Source: an optimization exercise on an open RTL-to-GDS flow (aim: a short achievable clock period and few clock cycles). Production flows keep margins and buffers that such runs may drop.
The RTL was checked by simulation tests, not by an equivalence proof against the original design.
Power and IR drop assume default switching activity.

### design/flow/flow/run.sh
#!/bin/bash
# Standard ORFS layout (the standard.sh, unchanged synthesis and steps), with
# the resizer's setup repair aimed past the clock constraint: it keeps working
# until the setup slack reaches SETUP_SLACK_MARGIN ns. The full make output goes
# to standard_finish.log.
set -euo pipefail
bash standard.sh SETUP_SLACK_MARGIN=7 finish > standard_finish.log 2>&1
### design/flow/standard.sh
#!/bin/bash
# synth_recipe.tcl (not shown) runs the flow's synth.tcl, then flattens the netlist and writes it again
# the make line also repeats each setting of config.mk as NAME=value (left out here)
make -C /OpenROAD-flow-scripts/flow DESIGN_CONFIG=/design/flow/config.mk WORK_HOME=/design/flow/orfs CLKGATE_MAP_FILE= SYNTH_SCRIPT=/design/flow/synth_recipe.tcl "${@:-finish}"
### design/flow/config.mk
export PLATFORM = sky130hd
export DESIGN_NAME = cpu_top
export DESIGN_NICKNAME = cpu_top
export VERILOG_FILES = /design/flow/design.v
export SDC_FILE = /design/flow/constraint.sdc
export NUM_CORES = 4
export LEC_CHECK = 0
export CAP_MARGIN = 20
export CORE_MARGIN = 2
export CORE_UTILIZATION = 40
export SLEW_MARGIN = 20
### design/flow/constraint.sdc
create_clock -name core_clock -period 10.0 [get_ports {clk}]
set_input_delay 2.0000 -clock core_clock [delete_from_list [all_inputs] [get_ports {clk}]]
set_output_delay 2.0000 -clock core_clock [all_outputs]
set_load 0.01 [all_outputs]
### design/flow/design.v
package cpu_isa_pkg;
    typedef enum logic [6:0] {
        OPC_OP     = 7'b0110011,
        OPC_OP_IMM = 7'b0010011,
        OPC_LOAD   = 7'b0000011,
        OPC_STORE  = 7'b0100011,
        OPC_BRANCH = 7'b1100011
    } opcode_e;
    typedef enum logic [3:0] {
        ALU_ADD, ALU_SUB, ALU_AND, ALU_OR,
        ALU_XOR, ALU_SLL, ALU_SRL, ALU_SRA
    } alu_op_e;
    typedef enum logic [1:0] {
        BR_EQ, BR_NE, BR_LT, BR_GE
    } branch_cond_e;
    localparam logic [2:0] FUNCT3_ADD_SUB = 3'b000;
    localparam logic [2:0] FUNCT3_SLL     = 3'b001;
    localparam logic [2:0] FUNCT3_WORD    = 3'b010;   
    localparam logic [2:0] FUNCT3_XOR     = 3'b100;
    localparam logic [2:0] FUNCT3_SR      = 3'b101;   
    localparam logic [2:0] FUNCT3_OR      = 3'b110;
    localparam logic [2:0] FUNCT3_AND     = 3'b111;
    localparam logic [2:0] FUNCT3_BEQ     = 3'b000;
    localparam logic [2:0] FUNCT3_BNE     = 3'b001;
    localparam logic [2:0] FUNCT3_BLT     = 3'b100;
    localparam logic [2:0] FUNCT3_BGE     = 3'b101;
    localparam logic [6:0] FUNCT7_ALT     = 7'b0100000;   
endpackage
package cpu_pipe_pkg;
    localparam int XLEN    = 32;
    localparam int REG_AW  = 5;
    localparam int DMEM_AW = 15;   
    localparam logic [XLEN-1:0] RESET_PC = '0;
    typedef enum logic [1:0] {
        FWD_NONE,
        FWD_EX_MEM,
        FWD_MEM_WB
    } fwd_sel_e;
endpackage
module alu (
    input  logic [31:0] a_i,
    input  logic [31:0] b_i,
    input  logic [6:0]  op_i,    
    input  logic        sub_i,   
    output logic [31:0] y_o
);
    logic [31:0] sum;
    logic [31:0] sh_r;
    logic [31:0] sh_l;
    assign sum  = a_i + b_i + {31'b0, sub_i};
    assign sh_l = a_i << b_i[4:0];
    assign sh_r = 32'($signed({op_i[5] & a_i[31], a_i}) >>> b_i[4:0]);
    assign y_o = ({32{op_i[0]}} & (a_i & b_i))
               | ({32{op_i[1]}} & (a_i | b_i))
               | ({32{op_i[2]}} & (a_i ^ b_i))
               | ({32{op_i[3]}} & sh_l)
               | ({32{op_i[4] | op_i[5]}} & sh_r)
               | ({32{op_i[6]}} & sum);
endmodule
module reg_file (
    input  logic        clk,
    input  logic        rstn,
    input  logic [31:0] ra1_i,    
    input  logic [31:0] ra2_i,    
    output logic [31:0] rd1_o,
    output logic [31:0] rd2_o,
    input  logic [4:0]  wa_i,
    input  logic [31:0] wd_i,
    input  logic        we_i
);
    logic [31:0] regs [32];
    always_ff @(posedge clk or negedge rstn)
    begin
        if (!rstn)
        begin
            for (int i = 1; i < 32; i++)
                regs[i] <= '0;
        end
        else
        begin
            for (int i = 1; i < 32; i++)
                if (we_i && wa_i == 5'(i))
                    regs[i] <= wd_i;
        end
    end
    assign regs[0] = '0;
    always_comb
    begin
        rd1_o = '0;
        rd2_o = '0;
        for (int i = 1; i < 32; i++)
        begin
            rd1_o = rd1_o | ({32{ra1_i[i]}} & regs[i]);
            rd2_o = rd2_o | ({32{ra2_i[i]}} & regs[i]);
        end
    end
endmodule
module fetch_stage #(
    parameter int NBTB = 8
) (
    input  logic            clk,
    input  logic            rstn,
    input  logic            stall_i,
    input  logic            ex_taken_i,         
    input  logic            ex_redir_t_i,       
    input  logic            ex_redir_nt_i,      
    input  logic [31:0]     ex_target_t_i,
    input  logic [31:0]     ex_target_nt_i,
    input  logic            id_redirect_i,      
    input  logic [31:0]     id_target_i,
    input  logic            btb_ins_i,          
    input  logic [31:0]     btb_ins_pc_i,
    input  logic [31:0]     btb_ins_target_i,
    input  logic [NBTB-1:0] btb_inv_i,          
    input  logic [31:0]     instr_i,
    output logic [31:0]     pc_o,
    output logic            if_id_valid_o,
    output logic [31:0]     if_id_pc_o,
    output logic [31:0]     if_id_instr_o,
    output logic            if_id_pred_o,       
    output logic [31:0]     if_id_pred_target_o,
    output logic [NBTB-1:0] if_id_hit_o,
    output logic [31:0]     if_id_rs1_sel_o,    
    output logic [31:0]     if_id_rs2_sel_o
);
    localparam int TW = 12;   
    logic [NBTB-1:0]  btb_valid;
    logic [TW-1:0]    btb_tag [NBTB];
    logic [31:0]      btb_target [NBTB];
    logic [NBTB-1:0]  btb_ptr;       
    logic [NBTB-1:0]  hit;
    logic [NBTB-1:0]  ins_hit;
    logic             pred;
    logic [31:0]      pred_target;
    logic [31:0]      pc_next;
    logic [31:0]      pc_if_t;
    logic [31:0]      pc_if_nt;
    logic [31:0]      pc;
    logic [31:0]      pc_fetch;
    always_comb
    begin
        pred_target = '0;
        for (int i = 0; i < NBTB; i++)
        begin
            hit[i]     = btb_valid[i] && btb_tag[i] == pc[TW+1:2];
            ins_hit[i] = btb_valid[i] && btb_tag[i] == btb_ins_pc_i[TW+1:2];
            pred_target = pred_target | ({32{hit[i]}} & btb_target[i]);
        end
        pred = |hit;
    end
    always_comb
    begin
        if (id_redirect_i)
            pc_fetch = id_target_i;
        else if (stall_i)
            pc_fetch = pc;
        else if (pred)
            pc_fetch = pred_target;
        else
            pc_fetch = pc + 32'd4;
    end
    assign pc_if_t  = ex_redir_t_i ? ex_target_t_i : pc_fetch;
    assign pc_if_nt = ex_redir_nt_i ? ex_target_nt_i : pc_fetch;
    assign pc_next  = ex_taken_i ? pc_if_t : pc_if_nt;
    always_ff @(posedge clk or negedge rstn)
    begin
        if (!rstn)
            pc <= cpu_pipe_pkg::RESET_PC;
        else
            pc <= pc_next;
    end
    always_ff @(posedge clk)
        pc_o <= ex_taken_i ? (rstn ? pc_if_t : cpu_pipe_pkg::RESET_PC)
                           : (rstn ? pc_if_nt : cpu_pipe_pkg::RESET_PC);
    always_ff @(posedge clk or negedge rstn)
    begin
        if (!rstn)
        begin
            if_id_valid_o <= 1'b0;
            if_id_pred_o  <= 1'b0;
        end
        else if (id_redirect_i)
        begin
            if_id_valid_o <= 1'b0;   
            if_id_pred_o  <= 1'b0;
        end
        else if (!stall_i)
        begin
            if_id_valid_o <= 1'b1;
            if_id_pred_o  <= pred;
        end
    end
    always_ff @(posedge clk)
    begin
        if (!stall_i)
        begin
            if_id_pc_o          <= pc;
            if_id_instr_o       <= instr_i;
            if_id_pred_target_o <= pred_target;
            if_id_hit_o         <= hit;
            if_id_rs1_sel_o     <= 32'b1 << instr_i[19:15];
            if_id_rs2_sel_o     <= 32'b1 << instr_i[24:20];
        end
    end
    always_ff @(posedge clk or negedge rstn)
    begin
        if (!rstn)
        begin
            btb_valid <= '0;
            btb_ptr   <= NBTB'(1);
        end
        else
        begin
            if (btb_ins_i && ins_hit == '0)
            begin
                btb_valid <= (btb_valid & ~btb_inv_i) | btb_ptr;
                btb_ptr   <= {btb_ptr[NBTB-2:0], btb_ptr[NBTB-1]};
            end
            else
                btb_valid <= btb_valid & ~btb_inv_i;
        end
    end
    always_ff @(posedge clk)
    begin
        for (int i = 0; i < NBTB; i++)
            if (btb_ins_i && ins_hit == '0 && btb_ptr[i])
            begin
                btb_tag[i]    <= btb_ins_pc_i[TW+1:2];
                btb_target[i] <= btb_ins_target_i;
            end
    end
endmodule
module decode_unit (
    input  logic [31:0] instr_i,
    output logic        use_rs1_o,
    output logic        use_rs2_o,
    output logic [4:0]  rd_o,         
    output logic [31:0] imm_o,        
    output logic [31:0] imm_b_o,
    output logic [6:0]  alu_op_o,     
    output logic        alu_sub_o,
    output logic        alu_src_imm_o,
    output logic        mem_read_o,
    output logic        mem_write_o,
    output logic        is_branch_o,
    output logic [3:0]  br_cond_o     
);
    logic [2:0] funct3;
    logic       alt;
    logic       reg_write;
    assign funct3  = instr_i[14:12];
    assign alt     = (instr_i[31:25] == cpu_isa_pkg::FUNCT7_ALT);
    assign imm_b_o = {{19{instr_i[31]}}, instr_i[31], instr_i[7], instr_i[30:25],
                      instr_i[11:8], 1'b0};
    assign rd_o    = reg_write ? instr_i[11:7] : 5'd0;
    always_comb
    begin
        use_rs1_o     = 1'b0;
        use_rs2_o     = 1'b0;
        reg_write     = 1'b0;
        imm_o         = {{20{instr_i[31]}}, instr_i[31:20]};
        alu_op_o      = 7'b1000000;
        alu_sub_o     = 1'b0;
        alu_src_imm_o = 1'b0;
        mem_read_o    = 1'b0;
        mem_write_o   = 1'b0;
        is_branch_o   = 1'b0;
        br_cond_o     = 4'b0000;
        case (instr_i[6:0])
            cpu_isa_pkg::OPC_OP:
            begin
                use_rs1_o = 1'b1;
                use_rs2_o = 1'b1;
                reg_write = 1'b1;
                case (funct3)
                    3'b000: alu_sub_o = alt;
                    3'b001: alu_op_o  = 7'b0001000;
                    3'b100: alu_op_o  = 7'b0000100;
                    3'b101: alu_op_o  = alt ? 7'b0100000 : 7'b0010000;
                    3'b110: alu_op_o  = 7'b0000010;
                    3'b111: alu_op_o  = 7'b0000001;
                    default: reg_write = 1'b0;
                endcase
            end
            cpu_isa_pkg::OPC_OP_IMM:
            begin
                use_rs1_o     = 1'b1;
                alu_src_imm_o = 1'b1;
                reg_write     = 1'b1;
                case (funct3)
                    3'b000: ;
                    3'b100: alu_op_o = 7'b0000100;
                    3'b110: alu_op_o = 7'b0000010;
                    3'b111: alu_op_o = 7'b0000001;
                    default: reg_write = 1'b0;
                endcase
            end
            cpu_isa_pkg::OPC_LOAD:
            begin
                use_rs1_o     = (funct3 == 3'b010);
                alu_src_imm_o = 1'b1;
                reg_write     = use_rs1_o;
                mem_read_o    = use_rs1_o;
            end
            cpu_isa_pkg::OPC_STORE:
            begin
                use_rs1_o     = (funct3 == 3'b010);
                use_rs2_o     = use_rs1_o;
                imm_o         = {{20{instr_i[31]}}, instr_i[31:25], instr_i[11:7]};
                alu_src_imm_o = 1'b1;
                mem_write_o   = use_rs1_o;
            end
            cpu_isa_pkg::OPC_BRANCH:
            begin
                case (funct3)
                    3'b000: br_cond_o = 4'b0001;
                    3'b001: br_cond_o = 4'b0010;
                    3'b100: br_cond_o = 4'b0100;
                    3'b101: br_cond_o = 4'b1000;
                    default: br_cond_o = 4'b0000;
                endcase
                is_branch_o = (br_cond_o != 4'b0000);
                use_rs1_o   = is_branch_o;
                use_rs2_o   = is_branch_o;
            end
            default: ;
        endcase
    end
endmodule
module hazard_unit (
    input  logic       id_valid_i,
    input  logic [4:0] id_rs1_i,
    input  logic [4:0] id_rs2_i,
    input  logic       id_use_rs1_i,
    input  logic       id_use_rs2_i,
    input  logic [4:0] ex_rd_i,         
    input  logic       ex_mem_read_i,
    input  logic [4:0] mem_rd_i,
    input  logic [4:0] wb_rd_i,
    output logic       stall_o,
    output logic       ex_fwd_a_o,      
    output logic       ex_fwd_b_o,
    output logic       id_mem_a_o,      
    output logic       id_mem_b_o,
    output logic       id_wb_a_o,       
    output logic       id_wb_b_o
);
    function automatic logic hit(input logic [4:0] rd, input logic [4:0] rs);
        hit = (rd != 5'd0) && (rd == rs);
    endfunction
    assign ex_fwd_a_o = hit(ex_rd_i, id_rs1_i);
    assign ex_fwd_b_o = hit(ex_rd_i, id_rs2_i);
    assign id_mem_a_o = hit(mem_rd_i, id_rs1_i);
    assign id_mem_b_o = hit(mem_rd_i, id_rs2_i);
    assign id_wb_a_o  = hit(wb_rd_i, id_rs1_i);
    assign id_wb_b_o  = hit(wb_rd_i, id_rs2_i);
    assign stall_o = id_valid_i && ex_mem_read_i
                  && ((id_use_rs1_i && ex_fwd_a_o) || (id_use_rs2_i && ex_fwd_b_o));
endmodule
module cpu_top (
    input  logic                             clk,
    input  logic                             rstn,
    output logic [cpu_pipe_pkg::XLEN-1:0]    imem_addr_o,
    input  logic [cpu_pipe_pkg::XLEN-1:0]    imem_data_i,
    output logic [cpu_pipe_pkg::DMEM_AW-1:0] dmem_addr_o,
    output logic [cpu_pipe_pkg::XLEN-1:0]    dmem_wdata_o,
    output logic                             dmem_we_o,
    input  logic [cpu_pipe_pkg::XLEN-1:0]    dmem_rdata_i
);
    localparam int NBTB = 8;
    logic            if_id_valid;
    logic [31:0]     if_id_pc;
    logic [31:0]     if_id_instr;
    logic            if_id_pred;
    logic [31:0]     if_id_pred_target;
    logic [NBTB-1:0] if_id_hit;
    logic            stall;
    logic            id_redirect;
    logic [31:0]     id_target;
    logic [4:0]      id_rs1;
    logic [4:0]      id_rs2;
    logic            id_use_rs1;
    logic            id_use_rs2;
    logic [4:0]      id_rd;
    logic [31:0]     id_imm;
    logic [31:0]     id_imm_b;
    logic [6:0]      id_alu_op;
    logic            id_alu_sub;
    logic            id_alu_src_imm;
    logic            id_mem_read;
    logic            id_mem_write;
    logic            id_is_branch;
    logic [3:0]      id_br_cond;
    logic            id_back;
    logic            ex_fwd_a;
    logic            ex_fwd_b;
    logic            id_mem_a;
    logic            id_mem_b;
    logic            id_wb_a;
    logic            id_wb_b;
    logic [31:0]     rf_rd1;
    logic [31:0]     rf_rd2;
    logic [31:0]     id_a;
    logic [31:0]     id_b;
    logic [31:0]     id_b_rest;
    logic [31:0]     id_rs1_sel;
    logic [31:0]     id_rs2_sel;
    logic            id_bubble;
    logic            id_valid;
    logic [31:0]     id_alu_b;
    logic            ex_redirect;         
    logic            kill;                
    logic [4:0]      id_ex_rd;
    logic            id_ex_mem_read;
    logic            id_ex_mem_write;
    logic            id_ex_is_branch;
    logic [3:0]      id_ex_br_cond;
    logic            id_ex_pred;          
    logic            id_ex_btb_pred;      
    logic            id_ex_redir_t;       
    logic [31:0]     id_ex_pred_target;
    logic [NBTB-1:0] id_ex_hit;
    logic [6:0]      id_ex_alu_op;
    logic            id_ex_alu_sub;
    logic [31:0]     id_ex_alu_b;
    logic [31:0]     id_ex_a;
    logic [31:0]     id_ex_b;
    logic [31:0]     id_ex_pc;
    logic [31:0]     id_ex_target;
    logic [31:0]     id_ex_pc4;
    logic            ex_valid_branch;
    logic [4:0]      ex_rd;
    logic [31:0]     ex_a;
    logic [31:0]     ex_b_reg;
    logic [31:0]     ex_b;
    logic [31:0]     ex_y;
    logic            ex_eq;
    logic            ex_lt;
    logic            ex_taken;
    logic            ex_redir_t;
    logic            ex_redir_nt;
    logic [4:0]      ex_mem_rd;
    logic            ex_mem_mem_read;
    logic            ex_mem_mem_write;
    logic [31:0]     ex_mem_y;
    logic [31:0]     ex_mem_wdata;
    logic            ex_mem_taken;
    logic            ex_mem_btb_pred;
    logic            ex_mem_redir_t;
    logic            ex_mem_redir_nt;
    logic [NBTB-1:0] ex_mem_hit;
    logic [31:0]     ex_mem_btb_pc;
    logic [31:0]     ex_mem_btb_target;
    logic            mem_btb_ins;
    logic [NBTB-1:0] mem_btb_inv;
    logic [31:0]     mem_val;
    logic [cpu_pipe_pkg::DMEM_AW-1:0] dmem_addr_q;
    logic [4:0]      mem_wb_rd;
    logic [31:0]     mem_wb_val;
    fetch_stage #(.NBTB(NBTB)) u_fetch (
        .clk(clk), .rstn(rstn), .stall_i(stall),
        .ex_taken_i(ex_taken), .ex_redir_t_i(ex_redir_t), .ex_redir_nt_i(ex_redir_nt),
        .ex_target_t_i(id_ex_target), .ex_target_nt_i(id_ex_pc4),
        .id_redirect_i(id_redirect), .id_target_i(id_target),
        .btb_ins_i(mem_btb_ins), .btb_ins_pc_i(ex_mem_btb_pc),
        .btb_ins_target_i(ex_mem_btb_target), .btb_inv_i(mem_btb_inv),
        .instr_i(imem_data_i), .pc_o(imem_addr_o),
        .if_id_valid_o(if_id_valid), .if_id_pc_o(if_id_pc), .if_id_instr_o(if_id_instr),
        .if_id_pred_o(if_id_pred), .if_id_pred_target_o(if_id_pred_target),
        .if_id_hit_o(if_id_hit), .if_id_rs1_sel_o(id_rs1_sel), .if_id_rs2_sel_o(id_rs2_sel)
    );
    decode_unit u_decode (
        .instr_i(if_id_instr),
        .use_rs1_o(id_use_rs1), .use_rs2_o(id_use_rs2), .rd_o(id_rd),
        .imm_o(id_imm), .imm_b_o(id_imm_b),
        .alu_op_o(id_alu_op), .alu_sub_o(id_alu_sub), .alu_src_imm_o(id_alu_src_imm),
        .mem_read_o(id_mem_read), .mem_write_o(id_mem_write),
        .is_branch_o(id_is_branch), .br_cond_o(id_br_cond)
    );
    assign id_rs1  = if_id_instr[19:15];
    assign id_rs2  = if_id_instr[24:20];
    assign id_back = if_id_instr[31];
    assign id_valid = if_id_valid && !kill;
    hazard_unit u_hazard (
        .id_valid_i(id_valid), .id_rs1_i(id_rs1), .id_rs2_i(id_rs2),
        .id_use_rs1_i(id_use_rs1), .id_use_rs2_i(id_use_rs2),
        .ex_rd_i(ex_rd), .ex_mem_read_i(id_ex_mem_read),
        .mem_rd_i(ex_mem_rd), .wb_rd_i(mem_wb_rd),
        .stall_o(stall), .ex_fwd_a_o(ex_fwd_a), .ex_fwd_b_o(ex_fwd_b),
        .id_mem_a_o(id_mem_a), .id_mem_b_o(id_mem_b),
        .id_wb_a_o(id_wb_a), .id_wb_b_o(id_wb_b)
    );
    reg_file u_rf (
        .clk(clk), .rstn(rstn), .ra1_i(id_rs1_sel), .ra2_i(id_rs2_sel),
        .rd1_o(rf_rd1), .rd2_o(rf_rd2),
        .wa_i(mem_wb_rd), .wd_i(mem_wb_val), .we_i(1'b1)
    );
    assign mem_val = ex_mem_mem_read ? dmem_rdata_i : ex_mem_y;
    assign id_a = ex_fwd_a ? ex_y : id_mem_a ? mem_val : id_wb_a ? mem_wb_val : rf_rd1;
    assign id_b_rest = id_mem_b ? mem_val : id_wb_b ? mem_wb_val : rf_rd2;
    assign id_b      = ex_fwd_b ? ex_y : id_b_rest;
    assign id_target   = if_id_pc + id_imm_b;
    assign id_redirect = id_valid && id_is_branch && id_back && !if_id_pred && !stall;
    assign id_bubble   = !id_valid || stall;
    assign id_alu_b    = id_alu_src_imm ? id_imm
                       : ex_fwd_b ? (ex_y ^ {32{id_alu_sub}}) : (id_b_rest ^ {32{id_alu_sub}});
    always_ff @(posedge clk or negedge rstn)
    begin
        if (!rstn)
        begin
            id_ex_rd        <= '0;
            id_ex_mem_read  <= 1'b0;
            id_ex_mem_write <= 1'b0;
            id_ex_is_branch <= 1'b0;
            id_ex_pred      <= 1'b0;
            id_ex_btb_pred  <= 1'b0;
        end
        else if (id_bubble)
        begin
            id_ex_rd        <= '0;
            id_ex_mem_read  <= 1'b0;
            id_ex_mem_write <= 1'b0;
            id_ex_is_branch <= 1'b0;
            id_ex_pred      <= 1'b0;
            id_ex_btb_pred  <= 1'b0;
        end
        else
        begin
            id_ex_rd        <= id_rd;
            id_ex_mem_read  <= id_mem_read;
            id_ex_mem_write <= id_mem_write;
            id_ex_is_branch <= id_is_branch;
            id_ex_pred      <= if_id_pred || (id_is_branch && id_back);
            id_ex_btb_pred  <= if_id_pred;
        end
    end
    always_ff @(posedge clk)
    begin
        id_ex_br_cond     <= id_br_cond;
        id_ex_redir_t     <= !(if_id_pred || (id_is_branch && id_back));
        id_ex_pred_target <= if_id_pred_target;
        id_ex_hit         <= if_id_hit;
        id_ex_alu_op      <= id_alu_op;
        id_ex_alu_sub     <= id_alu_sub;
        id_ex_a           <= id_a;
        id_ex_b           <= id_b;
        id_ex_alu_b       <= id_alu_b;
        id_ex_pc          <= if_id_pc;
        id_ex_target      <= id_target;
        id_ex_pc4         <= if_id_pc + 32'd4;
    end
    assign ex_valid_branch = id_ex_is_branch && !kill;
    assign ex_rd           = kill ? 5'd0 : id_ex_rd;
    assign ex_a     = id_ex_a;
    assign ex_b_reg = id_ex_b;
    assign ex_b     = id_ex_alu_b;
    alu u_alu (.a_i(ex_a), .b_i(ex_b), .op_i(id_ex_alu_op), .sub_i(id_ex_alu_sub), .y_o(ex_y));
    assign ex_eq = id_ex_a == id_ex_b;
    assign ex_lt = $signed(id_ex_a) < $signed(id_ex_b);
    assign ex_taken = ex_valid_branch
                   && ((id_ex_br_cond[0] && ex_eq) || (id_ex_br_cond[1] && !ex_eq)
                    || (id_ex_br_cond[2] && ex_lt) || (id_ex_br_cond[3] && !ex_lt));
    assign ex_redir_t   = id_ex_redir_t || (id_ex_btb_pred && id_ex_pred_target != id_ex_target);
    assign ex_redir_nt  = id_ex_pred && !kill;
    assign ex_redirect  = ex_taken ? ex_redir_t : ex_redir_nt;
    always_ff @(posedge clk or negedge rstn)
    begin
        if (!rstn)
        begin
            kill             <= 1'b0;
            ex_mem_rd        <= '0;
            ex_mem_mem_read  <= 1'b0;
            ex_mem_mem_write <= 1'b0;
            ex_mem_taken     <= 1'b0;
            ex_mem_btb_pred  <= 1'b0;
            ex_mem_redir_t   <= 1'b0;
            ex_mem_redir_nt  <= 1'b0;
            mem_wb_rd        <= '0;
        end
        else
        begin
            kill <= ex_redirect;
            if (kill)
            begin   
                ex_mem_rd        <= '0;
                ex_mem_mem_read  <= 1'b0;
                ex_mem_mem_write <= 1'b0;
                ex_mem_taken     <= 1'b0;
                ex_mem_btb_pred  <= 1'b0;
                ex_mem_redir_t   <= 1'b0;
                ex_mem_redir_nt  <= 1'b0;
            end
            else
            begin
                ex_mem_rd        <= ex_rd;
                ex_mem_mem_read  <= id_ex_mem_read;
                ex_mem_mem_write <= id_ex_mem_write;
                ex_mem_taken     <= ex_taken;
                ex_mem_btb_pred  <= id_ex_btb_pred;
                ex_mem_redir_t   <= ex_redir_t;
                ex_mem_redir_nt  <= ex_redir_nt;
            end
            mem_wb_rd        <= ex_mem_rd;
        end
    end
    always_ff @(posedge clk)
    begin
        ex_mem_y          <= ex_y;
        ex_mem_wdata      <= ex_b_reg;
        ex_mem_hit        <= id_ex_hit;
        ex_mem_btb_pc     <= id_ex_pc;
        ex_mem_btb_target <= id_ex_target;
        mem_wb_val        <= mem_val;
    end
    assign mem_btb_ins = ex_mem_taken && !ex_mem_btb_pred;
    assign mem_btb_inv = (ex_mem_btb_pred && (ex_mem_taken ? ex_mem_redir_t : ex_mem_redir_nt))
                       ? ex_mem_hit : '0;
    always_ff @(posedge clk)
        dmem_addr_q <= (id_ex_mem_read || id_ex_mem_write)
                     ? ex_y[cpu_pipe_pkg::DMEM_AW+1:2] : '0;   
    assign dmem_addr_o  = dmem_addr_q;
    assign dmem_wdata_o = ex_mem_wdata;
    assign dmem_we_o    = ex_mem_mem_write;
endmodule
==> metrics.md <==
| Metric | Value |
|---|---|
| CTS Sinks | 2006 |
| M1 GR Usage | 44.8% |
| Detailed Place HPWL | 241 mm |
| Drt total wl | 430 mm |
| Status | timing/DRC/antenna clean |
| CTS HTree Levels | 4 |
| Register bit total from synthesis | 2006 |
| Worst-Margin Slew | 1260 ps |
| Post-Route Setup TNS | 0 ps |
| CP Launch Type | flop |
| WS Path Type | flop to flop |
| Leak | 48.1 nW |
| Final worst-path cycle share | 36.3% |
| Vias per cell | 6.90 |
| R2R setup slack | 6370 ps |
| Die Ht | 489 um |
| Final Instance Area | 115000 um2 |
| Worst Setup EP | u_fetch.pc_o[24] |
| Post-Syn Area per Cell | 11.9 um2 |
| Number of global-route vias before repair | 76400 |
| Port Buffers | 145 |
| Req. time, crit path | 10850 ps |
| Biggest register | u_rf.regs |
| Row Count | 178 |
| First-pass GRT wire length | 592 mm |
| Synth Net Count | 8076 |
| GR Overflow Total | 0 |
| Crit end category | flop |
| Biggest regs | u_rf.regs x992, u_fetch.btb_target x256, u_fetch.btb_tag x96 |
| Post-route setup slack | 6370 ps |
| RePlAce Congestion | 0.985 |
| Root buf cell | clkbuf_16 |
| Seq/Total Area, Yosys | 53.9% |
| Worst hold path startpoint | u_fetch.if_id_pred_target_o[12] |
| Clk latency of the worst-skew pair | 930 ps |
| Largest net degree at the start of global routing | 160 |
| FF-to-FF End | u_fetch.pc_o[24] |
| Fraction of registers with async set/reset | 53.3% |
| Post-Syn Instances | 7878 |
| Pre-CTS WS | 4810 ps |
| Initial antenna violation count | 21 |
| Clock buffer depth | 3 |
| Non-filler cells, final | 11600 |
| Inserted Clock Buffers | 207 |
| Number of flops mapped to enable cells by yosys | 518 |
| Number of nets in the layout | 8423 |
| Via count | 79900 |
| Met3 Track Usage GR | 12.4% |
| IO Pins | 146 |
| Hold_ws | 307 ps |
| Max Clock Freq | 275 MHz |
| R2R cell count | 14 |
| Peak VDD IR | 0.155 mV |
| Detailed-route wire length per cell | 37.1 um |
| RSZ-0062 raised after global routing | yes |
| Final antenna-violating net count | 0 |
| Max reg flops | 992 |
| Most used DFF post-synth | dfrtp_1 |
| Final Skew | 99.8 ps |
| Die area | 239000 um2 |
| DR iter-0 viols | 14700 |
| Max Cap Viol | 0 |
| Layout cells sized above 1 | 33.5% |
| Slew Viols, Final | 0 |
| Die Wd | 489 um |
| Busiest layer in global routing | met2 |
| YS warnings | 9 |
| Clock slew at the register clock pins of the worst setup and hold paths | 70 ps |
| Syn-to-layout area delta | 22.0% |
| Cts hold-fix bufs | 0 |
| CTS tree | built |
| Type of the tightest min-delay check | flop to flop |
| Tmin final | 3630 ps |
| Final setup vio count | 0 |
| Distinct cells, synth | 91 |
| Final hold violation count | 0 |
| Worst flop-to-flop path startpoint | id_ex_a[15] |
| GRT Resource Usage Total | 34.8% |
| CP Launch Point | id_ex_a[15] |
| Crit path DAT | 4480 ps |
| Slew Limit Headroom | 16.2% |
| DRT Pass-1 Iters | 13 |
| Core Box Area | 235000 um2 |
| Post-route DRC | 0 |
| PwrDens | 167 nW/um2 |
| Area post-placement | 99700 um2 |
| M2 GR Usage | 49.6% |
| Placed Cells | 10800 |
| Crit path max fanout | 7 |
| Starting density of the core | 40.1% |
| Post-Syn Area | 94100 um2 |
placed cells by master, fill, tap and decap left out, types with 122 or more instances in the layout:
cell,count
nand4_1,215
dfrtp_1,1050
buf_4,376
a221oi_1,296
nand2_1,302
a22o_1,300
inv_1,178
xnor2_1,241
clkbuf_16,219
dfxtp_1,277
a21oi_1,181
mux2_2,1022
edfxtp_1,518
nor2_1,275
o21ai_0,122
a22oi_1,441
buf_6,212
nand3_1,154
kinds of logic (layout without fill, tap and decap cells):
kind of cell	Yosys count	after routing	share of synthesized area (%)
flops	2006	2006	53.9
compound gates	1944	1945	15.5
simple gates	1416	1416	7.46
mux	1199	1199	14.7
buf+inv	833	1364	3.45
xor+xnor	348	348	3.24
fa+ha+maj	132	132	1.78
other cells	0	22	0
critical path, stage by stage, from the launching register on:
cell and delay (ps):
dfxtp_4 390, ha_4 270, nand4_1 90, buf_6 160, nor4_4 470, nand4_1 270, mux2i_1 250, nand2b_1 210
o31ai_4 310, a211o_4 240, buf_6 150, buf_12 120, mux2_4 310, a31oi_4 160, and2_1 140
area by class of cell:
cell class,instances,area [um2]
Clock buffer,299,6040
Fill cell,20600,120000
Antenna cell,22,55.1
Clock inverter,95,1200
Sequential cell,2006,51100
Inverter,212,885
Tap cell,3150,3940
Timing Repair Buffer,756,7950
Timing Repair inverter,2,27.5
Multi-Input combinational cell,5040,43700
per-stage QoR:
| stage | utilization [%] | total power, mW |
|---|---|---|
| after floorplan | - | 9.99 |
| after global placement | 42.5 | 10.7 |
| after detailed placement | 42.5 | 10.7 |
| after CTS | 48.1 | 19.1 |
| after global routing | 49.0 | 19.7 |
| final | 49.0 | 19.2 |
cells in the mapped netlist, drive strengths merged, types with 50 or more instances:
| cell | number | area share [%] |
|---|---|---|
| nor2 | 315 | 1.3 |
| o211ai | 63 | 0.50 |
| clkbuf | 439 | 1.8 |
| a221oi | 318 | 3.0 |
| dfxtp | 419 | 8.9 |
| nand2 | 323 | 1.3 |
| o21ai | 205 | 1.1 |
| xnor2 | 260 | 2.4 |
| a22oi | 452 | 3.6 |
| buf | 182 | 0.85 |
| xor2 | 88 | 0.82 |
| dfrtp | 1068 | 28 |
| nand4 | 215 | 1.4 |
| ha | 129 | 1.7 |
| nor3 | 126 | 0.67 |
| nand3 | 167 | 0.89 |
| a222oi | 65 | 0.69 |
| nor4 | 50 | 0.34 |
| inv | 211 | 0.84 |
| a22o | 300 | 2.8 |
| a21oi | 227 | 1.2 |
| mux2i | 120 | 1.3 |
| edfxtp | 518 | 17 |
| mux2 | 1033 | 12 |
worst min-delay path by stage:
stage | to | slack [ps] | depth (start not counted)
final | id_ex_pred_target[12] | 310 | 0
after floorplan | ex_mem_btb_pc[10] | 310 | 0
after global routing | id_ex_hit[2] | 320 | 0
after CTS | id_ex_hit[2] | 310 | 0
after detailed placement | ex_mem_hit[7] | 310 | 0
after global placement | ex_mem_btb_pc[9] | 310 | 0
routing by layer:
metal | vias to the layer above | part of all wire, %
met5 | - | 0.036
met4 | 14 | 8.0
met3 | 1995 | 14
met2 | 6848 | 41
met1 | 40200 | 37
li1 | 30900 | -
timing repair:
| item | CTS | global route |
|---|---|---|
| setup buffers | 248 | 98 |
| pin swaps | 160 | 156 |
| setup endpoints to repair | 1590 | 858 |
| gates cloned | 24 | 7 |
| resized for setup | 1228 | 296 |
power by group:
group,switching (mW),internal [mW]
sequential,0.542,8.78
combinational,0.987,0.705
clock,3.57,4.63
total,5.10,14.1
Testbench counts, summed over its fixed seeds: cycles 169,041.

==> afterwards: timing with drivers on the ports <==
In the flow no input, the clock included, has a driving cell. The finished layout below was timed again as built, in two steps. Step 1: set_driving_cell puts a clkbuf_16 on clk and a buf_2 on each other input, an assumption about the parent block. Step 2 adds t to the input delays and takes it off the output delays; t is the mean of the earliest and latest rising clock arrival at the registers after step 1. Input paths then give back, and output paths get back, about the clock's delay inside the block. a / b / c = ideal / step 1 / step 2; a / b = the first two.
shift t [ns]: 0.955
setup WS [ns]: 6.369 / 6.369 / 5.791
worst setup path after step 2: input to register
clock arrival spread, ns: 0.107 / 0.106
worst slew at a driven data input, ns: 0.17
After both steps this run still meets setup and hold. For this run, drivers alone change the setup slack by 0.000 ns; drivers and shift together by -0.578 ns.
